This is an optimization exercise on Yosys and OpenROAD, whose aim is small area, not a production implementation.
The RTL was checked by simulation tests, not by an equivalence proof against the original design.
The clock port is modelled as an ideal driver; clocking choices that lean on that would not hold on a real chip.
Power is estimated from default activity; no workload was simulated.

## run D
Design decode_stage, start of the top module:
module decode_stage #(
  parameter int XLEN  = 32,
  parameter int NREGS = 32,
  parameter int CNT_W = 8
) (
  input  logic             clk,
  input  logic             reset,
  input  logic             in_valid,
  input  logic [XLEN-1:0]  instruction_code,
  output logic             in_ready,
  input  logic             wb_en,
  input  logic [4:0]       wb_rd,
  input  logic [XLEN-1:0]  wb_data,
  output logic             ex_valid,
  input  logic             ex_ready,
  output logic [3:0]       ex_alu_op,
  output logic [4:0]       ex_rd,
  output logic [XLEN-1:0]  ex_rs1_data,
  output logic [XLEN-1:0]  ex_rs2_data,
  output logic             ex_illegal,
  output logic [CNT_W-1:0] illegal_count
);
  decode_pkg::dec_t dec;
  logic             valid_q;
  logic [3:0]       op_q;
  logic [4:0]       rd_q, rs1_q, rs2_q, ra1, ra2;
  logic             ill_q;
  logic [CNT_W-1:0] cnt_q;
  logic [XLEN-1:0]  a_q, b_q, rf_a, rf_b;
  logic             accept, stall;
  assign dec = decode_pkg::decode(instruction_code[31:0]);
  assign in_ready = !valid_q || ex_ready;
  assign accept   = in_valid && in_ready;
  assign stall = valid_q && !ex_ready;
  assign ra1   = stall ? rs1_q : dec.rs1;
  assign ra2   = stall ? rs2_q : dec.rs2;
  regfile_2r1w #(
    .XLEN (XLEN),
    .NREGS(NREGS)
  ) u_rf (
  ...
For scale: ~3300 cells after synthesis, about 1100 flip-flops, about 160 I/O pins, ~0.041 mm2 of cells after synthesis.
==> module regfile_2r1w, before the edit <==
module regfile_2r1w #(
  parameter int XLEN  = 32,
  parameter int NREGS = 32
) (
  input  logic            clk,
  input  logic            reset,
  input  logic            we_i,
  input  logic [4:0]      waddr_i,
  input  logic [XLEN-1:0] wdata_i,
  input  logic [4:0]      raddr1_i,
  input  logic [4:0]      raddr2_i,
  output logic [XLEN-1:0] rdata1_o,
  output logic [XLEN-1:0] rdata2_o
);
  logic [XLEN-1:0] mem_q [1:NREGS-1];
  logic [XLEN-1:0] mem_d [1:NREGS-1];
  logic [XLEN-1:0] wdata;
  logic [NREGS-1:1] row_we, sel1, sel2;
  assign wdata  = wdata_i & {XLEN{~reset}};
  always_comb begin
    for (int i = 1; i < NREGS; i++) begin
      row_we[i] = (we_i && waddr_i == 5'(i)) || reset;
      sel1[i]   = (raddr1_i == 5'(i));
      sel2[i]   = (raddr2_i == 5'(i));
    end
  end
  for (genvar i = 1; i < NREGS; i++) begin : g_row
    for (genvar b = 0; b < XLEN; b++) begin : g_bit
      hold_sel u_h (
        .ld  (row_we[i]),
        .ld_n(~row_we[i]),
        .d   (wdata[b]),
        .q   (mem_q[i][b]),
        .y   (mem_d[i][b])
      );
    end
  end
  always_ff @(posedge clk) begin
    for (int i = 1; i < NREGS; i++) begin
      mem_q[i] <= mem_d[i];
    end
  end
  rf_read #(.XLEN(XLEN)) u_rd1 (
    .mem_i0 (mem_d[1]),
    .mem_i1 (mem_d[2]),
    .mem_i2 (mem_d[3]),
    .mem_i3 (mem_d[4]),
    .mem_i4 (mem_d[5]),
    .mem_i5 (mem_d[6]),
    .mem_i6 (mem_d[7]),
    .mem_i7 (mem_d[8]),
    .mem_i8 (mem_d[9]),
    .mem_i9 (mem_d[10]),
    .mem_i10(mem_d[11]),
    .mem_i11(mem_d[12]),
    .mem_i12(mem_d[13]),
    .mem_i13(mem_d[14]),
    .mem_i14(mem_d[15]),
    .mem_i15(mem_d[16]),
    .mem_i16(mem_d[17]),
    .mem_i17(mem_d[18]),
    .mem_i18(mem_d[19]),
    .mem_i19(mem_d[20]),
    .mem_i20(mem_d[21]),
    .mem_i21(mem_d[22]),
    .mem_i22(mem_d[23]),
    .mem_i23(mem_d[24]),
    .mem_i24(mem_d[25]),
    .mem_i25(mem_d[26]),
    .mem_i26(mem_d[27]),
    .mem_i27(mem_d[28]),
    .mem_i28(mem_d[29]),
    .mem_i29(mem_d[30]),
    .mem_i30(mem_d[31]),
    .sel_i  (sel1),
    .data_o (rdata1_o)
  );
  rf_read #(.XLEN(XLEN)) u_rd2 (
    .mem_i0 (mem_d[1]),
    .mem_i1 (mem_d[2]),
    .mem_i2 (mem_d[3]),
    .mem_i3 (mem_d[4]),
    .mem_i4 (mem_d[5]),
    .mem_i5 (mem_d[6]),
    .mem_i6 (mem_d[7]),
    .mem_i7 (mem_d[8]),
    .mem_i8 (mem_d[9]),
    .mem_i9 (mem_d[10]),
    .mem_i10(mem_d[11]),
    .mem_i11(mem_d[12]),
    .mem_i12(mem_d[13]),
    .mem_i13(mem_d[14]),
    .mem_i14(mem_d[15]),
    .mem_i15(mem_d[16]),
    .mem_i16(mem_d[17]),
    .mem_i17(mem_d[18]),
    .mem_i18(mem_d[19]),
    .mem_i19(mem_d[20]),
    .mem_i20(mem_d[21]),
    .mem_i21(mem_d[22]),
    .mem_i22(mem_d[23]),
    .mem_i23(mem_d[24]),
    .mem_i24(mem_d[25]),
    .mem_i25(mem_d[26]),
    .mem_i26(mem_d[27]),
    .mem_i27(mem_d[28]),
    .mem_i28(mem_d[29]),
    .mem_i29(mem_d[30]),
    .mem_i30(mem_d[31]),
    .sel_i  (sel2),
    .data_o (rdata2_o)
  );
endmodule
export LEC_CHECK = 0
export CAP_MARGIN = 5
export CORE_MARGIN = 2
export CORE_UTILIZATION = 52
export GPL_TIMING_DRIVEN = 0
export SETUP_SLACK_MARGIN = 0.25
export SLEW_MARGIN = 5
export SYNTH_HIERARCHICAL = 1
export SYNTH_MINIMUM_KEEP_SIZE = 0
create_clock -name core_clock -period 4.0 [get_ports {clk}]
standard.sh (not shown) runs the stock make flow with config.mk's settings and CLKGATE_MAP_FILE= SYNTH_SCRIPT=/design/flow/synth_recipe.tcl, a recipe that flattens the netlist after the stock synthesis.
==> flow/flow/run.sh <==
#!/bin/bash
# Layout flow: the standard ORFS flow (standard.sh). The standard
# synthesis runs first, unchanged; the later steps run with these changes:
#  - the port buffers are the smallest buffer, buf_1, instead of the
#    delay cell the resizer picks by default (every port still gets one);
#  - clock tree synthesis clusters up to 25 sinks within 70 um per leaf
#    buffer (sink slew stays near 100 ps) and inserts no dummy loads;
#  - flow/dont_use.tcl, sourced before each placement, clock tree and
#    routing step, keeps the resizer off the largest buffers (buf_8,
#    buf_12, buf_16) and the clock delay cells.
# Each make call writes its output to a log of its own here; ORFS also
# keeps each step's log under orfs/logs/.
set -euo pipefail
cd "$(dirname "$0")/.."
bash standard.sh synth > synth.log 2>&1
export BUFFER_PORTS_ARGS="-inputs -outputs -buffer_cell sky130_fd_sc_hd__buf_1"
export CTS_ARGS="-sink_clustering_enable -repair_clock_nets -dont_use_dummy_load -sink_clustering_size 25 -sink_clustering_max_diameter 70"
DU="$PWD/flow/dont_use.tcl"
export PRE_FLOORPLAN_TCL="$DU" PRE_GLOBAL_PLACE_TCL="$DU" PRE_RESIZE_TCL="$DU" \
       PRE_CTS_TCL="$DU" PRE_GLOBAL_ROUTE_TCL="$DU" PRE_DETAIL_PLACE_TCL="$DU" \
       PRE_REPAIR_TIMING_POST_PLACE_TCL="$DU"
bash standard.sh > layout.log 2>&1
==> flow/flow/dont_use.tcl <==
# Sourced before each step that sizes or buffers cells: keeps the resizer
# and timing repair off the largest buffers and the clock delay cells, so
# the many high-fanout select nets get small plain buffers.
set_dont_use [get_lib_cells {sky130_fd_sc_hd__buf_8 sky130_fd_sc_hd__buf_12 sky130_fd_sc_hd__buf_16 sky130_fd_sc_hd__clkdlybuf4s*}]
In summary, run D completed successfully, with a layout that passed the timing, design-rule and antenna checks.
#### Input delta (run X over run D)
diff --git a/flow/design.v b/flow/design.v
--- a/flow/design.v
+++ b/flow/design.v
@@ -98,5 +98,5 @@
   logic [XLEN-1:0] wdata;
   logic [NREGS-1:1] row_we, sel1, sel2;
-  assign wdata  = wdata_i & {XLEN{~reset}};
+  assign wdata = wdata_i & {XLEN{~reset}};
   always_comb begin
     for (int i = 1; i < NREGS; i++) begin
Results
- Between run D and run X, the difference in number of cells on the worst reg-to-reg path is negligible.
- Run D -> run X: mapped cell area delta 0, exact match
- Run X -> run D: clock skew delta 0, exact match
- Worst hold slack across run D and run X: no real change.
- Looking at run D and run X, the die area is a wash.
- Run X -> run D: die outline width flat
- Run X -> run D: share of final layout cell area taken by clock buffers and inverters delta 0, exact match

========
## 05-03
decode_stage with an RTL version that a note above also has.
For scale: ~3300 cells after synthesis, ~1100 flip-flops, roughly 160 I/O pins, ~0.041 mm2 of cells after synthesis.
==> module regfile_2r1w, before the edit <==
module regfile_2r1w #(
  parameter int XLEN  = 32,
  parameter int NREGS = 32
) (
  input  logic            clk,
  input  logic            reset,
  input  logic            we_i,
  input  logic [4:0]      waddr_i,
  input  logic [XLEN-1:0] wdata_i,
  input  logic [4:0]      raddr1_i,
  input  logic [4:0]      raddr2_i,
  output logic [XLEN-1:0] rdata1_o,
  output logic [XLEN-1:0] rdata2_o
);
  logic [XLEN-1:0] mem_q [1:NREGS-1];
  logic [XLEN-1:0] mem_d [1:NREGS-1];
  logic [XLEN-1:0] wdata;
  logic [NREGS-1:1] row_we, sel1, sel2;
  assign wdata = wdata_i & {XLEN{~reset}};
  always_comb begin
    for (int i = 1; i < NREGS; i++) begin
      row_we[i] = (we_i && waddr_i == 5'(i)) || reset;
      sel1[i]   = (raddr1_i == 5'(i));
      sel2[i]   = (raddr2_i == 5'(i));
    end
  end
  for (genvar i = 1; i < NREGS; i++) begin : g_row
    for (genvar b = 0; b < XLEN; b++) begin : g_bit
      hold_sel u_h (
        .ld  (row_we[i]),
        .ld_n(~row_we[i]),
        .d   (wdata[b]),
        .q   (mem_q[i][b]),
        .y   (mem_d[i][b])
      );
    end
  end
  always_ff @(posedge clk) begin
    for (int i = 1; i < NREGS; i++) begin
      mem_q[i] <= mem_d[i];
    end
  end
  rf_read #(.XLEN(XLEN)) u_rd1 (
    .mem_i0 (mem_d[1]),
    .mem_i1 (mem_d[2]),
    .mem_i2 (mem_d[3]),
    .mem_i3 (mem_d[4]),
    .mem_i4 (mem_d[5]),
    .mem_i5 (mem_d[6]),
    .mem_i6 (mem_d[7]),
    .mem_i7 (mem_d[8]),
    .mem_i8 (mem_d[9]),
    .mem_i9 (mem_d[10]),
    .mem_i10(mem_d[11]),
    .mem_i11(mem_d[12]),
    .mem_i12(mem_d[13]),
    .mem_i13(mem_d[14]),
    .mem_i14(mem_d[15]),
    .mem_i15(mem_d[16]),
    .mem_i16(mem_d[17]),
    .mem_i17(mem_d[18]),
    .mem_i18(mem_d[19]),
    .mem_i19(mem_d[20]),
    .mem_i20(mem_d[21]),
    .mem_i21(mem_d[22]),
    .mem_i22(mem_d[23]),
    .mem_i23(mem_d[24]),
    .mem_i24(mem_d[25]),
    .mem_i25(mem_d[26]),
    .mem_i26(mem_d[27]),
    .mem_i27(mem_d[28]),
    .mem_i28(mem_d[29]),
    .mem_i29(mem_d[30]),
    .mem_i30(mem_d[31]),
    .sel_i  (sel1),
    .data_o (rdata1_o)
  );
  rf_read #(.XLEN(XLEN)) u_rd2 (
    .mem_i0 (mem_d[1]),
    .mem_i1 (mem_d[2]),
    .mem_i2 (mem_d[3]),
    .mem_i3 (mem_d[4]),
    .mem_i4 (mem_d[5]),
    .mem_i5 (mem_d[6]),
    .mem_i6 (mem_d[7]),
    .mem_i7 (mem_d[8]),
    .mem_i8 (mem_d[9]),
    .mem_i9 (mem_d[10]),
    .mem_i10(mem_d[11]),
    .mem_i11(mem_d[12]),
    .mem_i12(mem_d[13]),
    .mem_i13(mem_d[14]),
    .mem_i14(mem_d[15]),
    .mem_i15(mem_d[16]),
    .mem_i16(mem_d[17]),
    .mem_i17(mem_d[18]),
    .mem_i18(mem_d[19]),
    .mem_i19(mem_d[20]),
    .mem_i20(mem_d[21]),
    .mem_i21(mem_d[22]),
    .mem_i22(mem_d[23]),
    .mem_i23(mem_d[24]),
    .mem_i24(mem_d[25]),
    .mem_i25(mem_d[26]),
    .mem_i26(mem_d[27]),
    .mem_i27(mem_d[28]),
    .mem_i28(mem_d[29]),
    .mem_i29(mem_d[30]),
    .mem_i30(mem_d[31]),
    .sel_i  (sel2),
    .data_o (rdata2_o)
  );
endmodule
==> flow/config.mk <==
export PLATFORM = sky130hd
export DESIGN_NAME = decode_stage
export DESIGN_NICKNAME = decode_stage
export VERILOG_FILES = /design/flow/design.v
export SDC_FILE = /design/flow/constraint.sdc
export NUM_CORES = 4
export LEC_CHECK = 0
export CAP_MARGIN = 5
export CORE_MARGIN = 2
export CORE_UTILIZATION = 45
export GPL_TIMING_DRIVEN = 0
export SETUP_SLACK_MARGIN = 0.25
export SLEW_MARGIN = 5
export SYNTH_HIERARCHICAL = 1
export SYNTH_MINIMUM_KEEP_SIZE = 0
==> flow/constraint.sdc <==
create_clock -name core_clock -period 4.0 [get_ports {clk}]
set_input_delay 0.8000 -clock core_clock [delete_from_list [all_inputs] [get_ports {clk}]]
set_output_delay 0.8000 -clock core_clock [all_outputs]
set_load 0.01 [all_outputs]
Scripts as last shown in full above: flow/flow/run.sh, flow/flow/dont_use.tcl
Edits applied to the flow inputs when going from 05-03 to 04-21:
-- flow/design.v --
<<< 05-03, line 98
  logic [XLEN-1:0] wdata;
  logic [NREGS-1:1] row_we, sel1, sel2;
  assign wdata = wdata_i & {XLEN{~reset}};
  always_comb begin
    for (int i = 1; i < NREGS; i++) begin
>>> 04-21, line 98
  logic [XLEN-1:0] wdata;
  logic [NREGS-1:1] row_we, sel1, sel2;
  assign wdata  = wdata_i & {XLEN{~reset}};
  always_comb begin
    for (int i = 1; i < NREGS; i++) begin
--- outcome ---
Per the comparison of 04-21 with 05-03, minimum clock period after layout level, summed area of non-filler cells in the final layout level, post-synthesis share of cell area spent on xor and xnor gates level, detailed-route via count level.
Routed wire length came out exactly the same in 04-21 and 05-03.
04-21 vs. 05-03: die area closely matched the old numbers; global-route usage over all layers closely matched the old numbers.
Diff 04-21..05-03 | sequential cell count | unchanged
Compared with 05-03, in 04-21 antenna violation net count after detailed routing essentially unchanged; count of inserted tapcells essentially unchanged; part of the total power dissipated in the clock network essentially unchanged.

-- re-timing with driven ports --
In the flow no input, the clock included, has a driving cell. The finished layouts below were timed again as built, in two steps.
Step 1 sets driving cells, clkbuf_16 on the clock port and buf_2 on the other inputs (assumed; they add their load-dependent delay and slew).
Step 2 moves the port delays by t, midway between the first and last clock arrival at a register: inputs arrive t later, outputs are due t later. That takes back most of the time a late clock gives input paths.
a / b / c = ideal ports / drivers / drivers and shift; a / b = the first two.
run	t (ns)	slack for setup (ns)	worst setup path at the end	worst register clock-pin slew, ns
run D	0.725	0.206 / 0.016 / -0.709	input to register	0.10 / 0.10
run X	0.725	0.206 / 0.016 / -0.709	input to register	0.10 / 0.10
05-03	0.758	0.162 / 0.063 / -0.694	input to register	0.10 / 0.10
04-21	0.758	0.162 / 0.063 / -0.694	input to register	0.10 / 0.10
Met with ideal ports but missed after step 2: setup timing in every run listed.
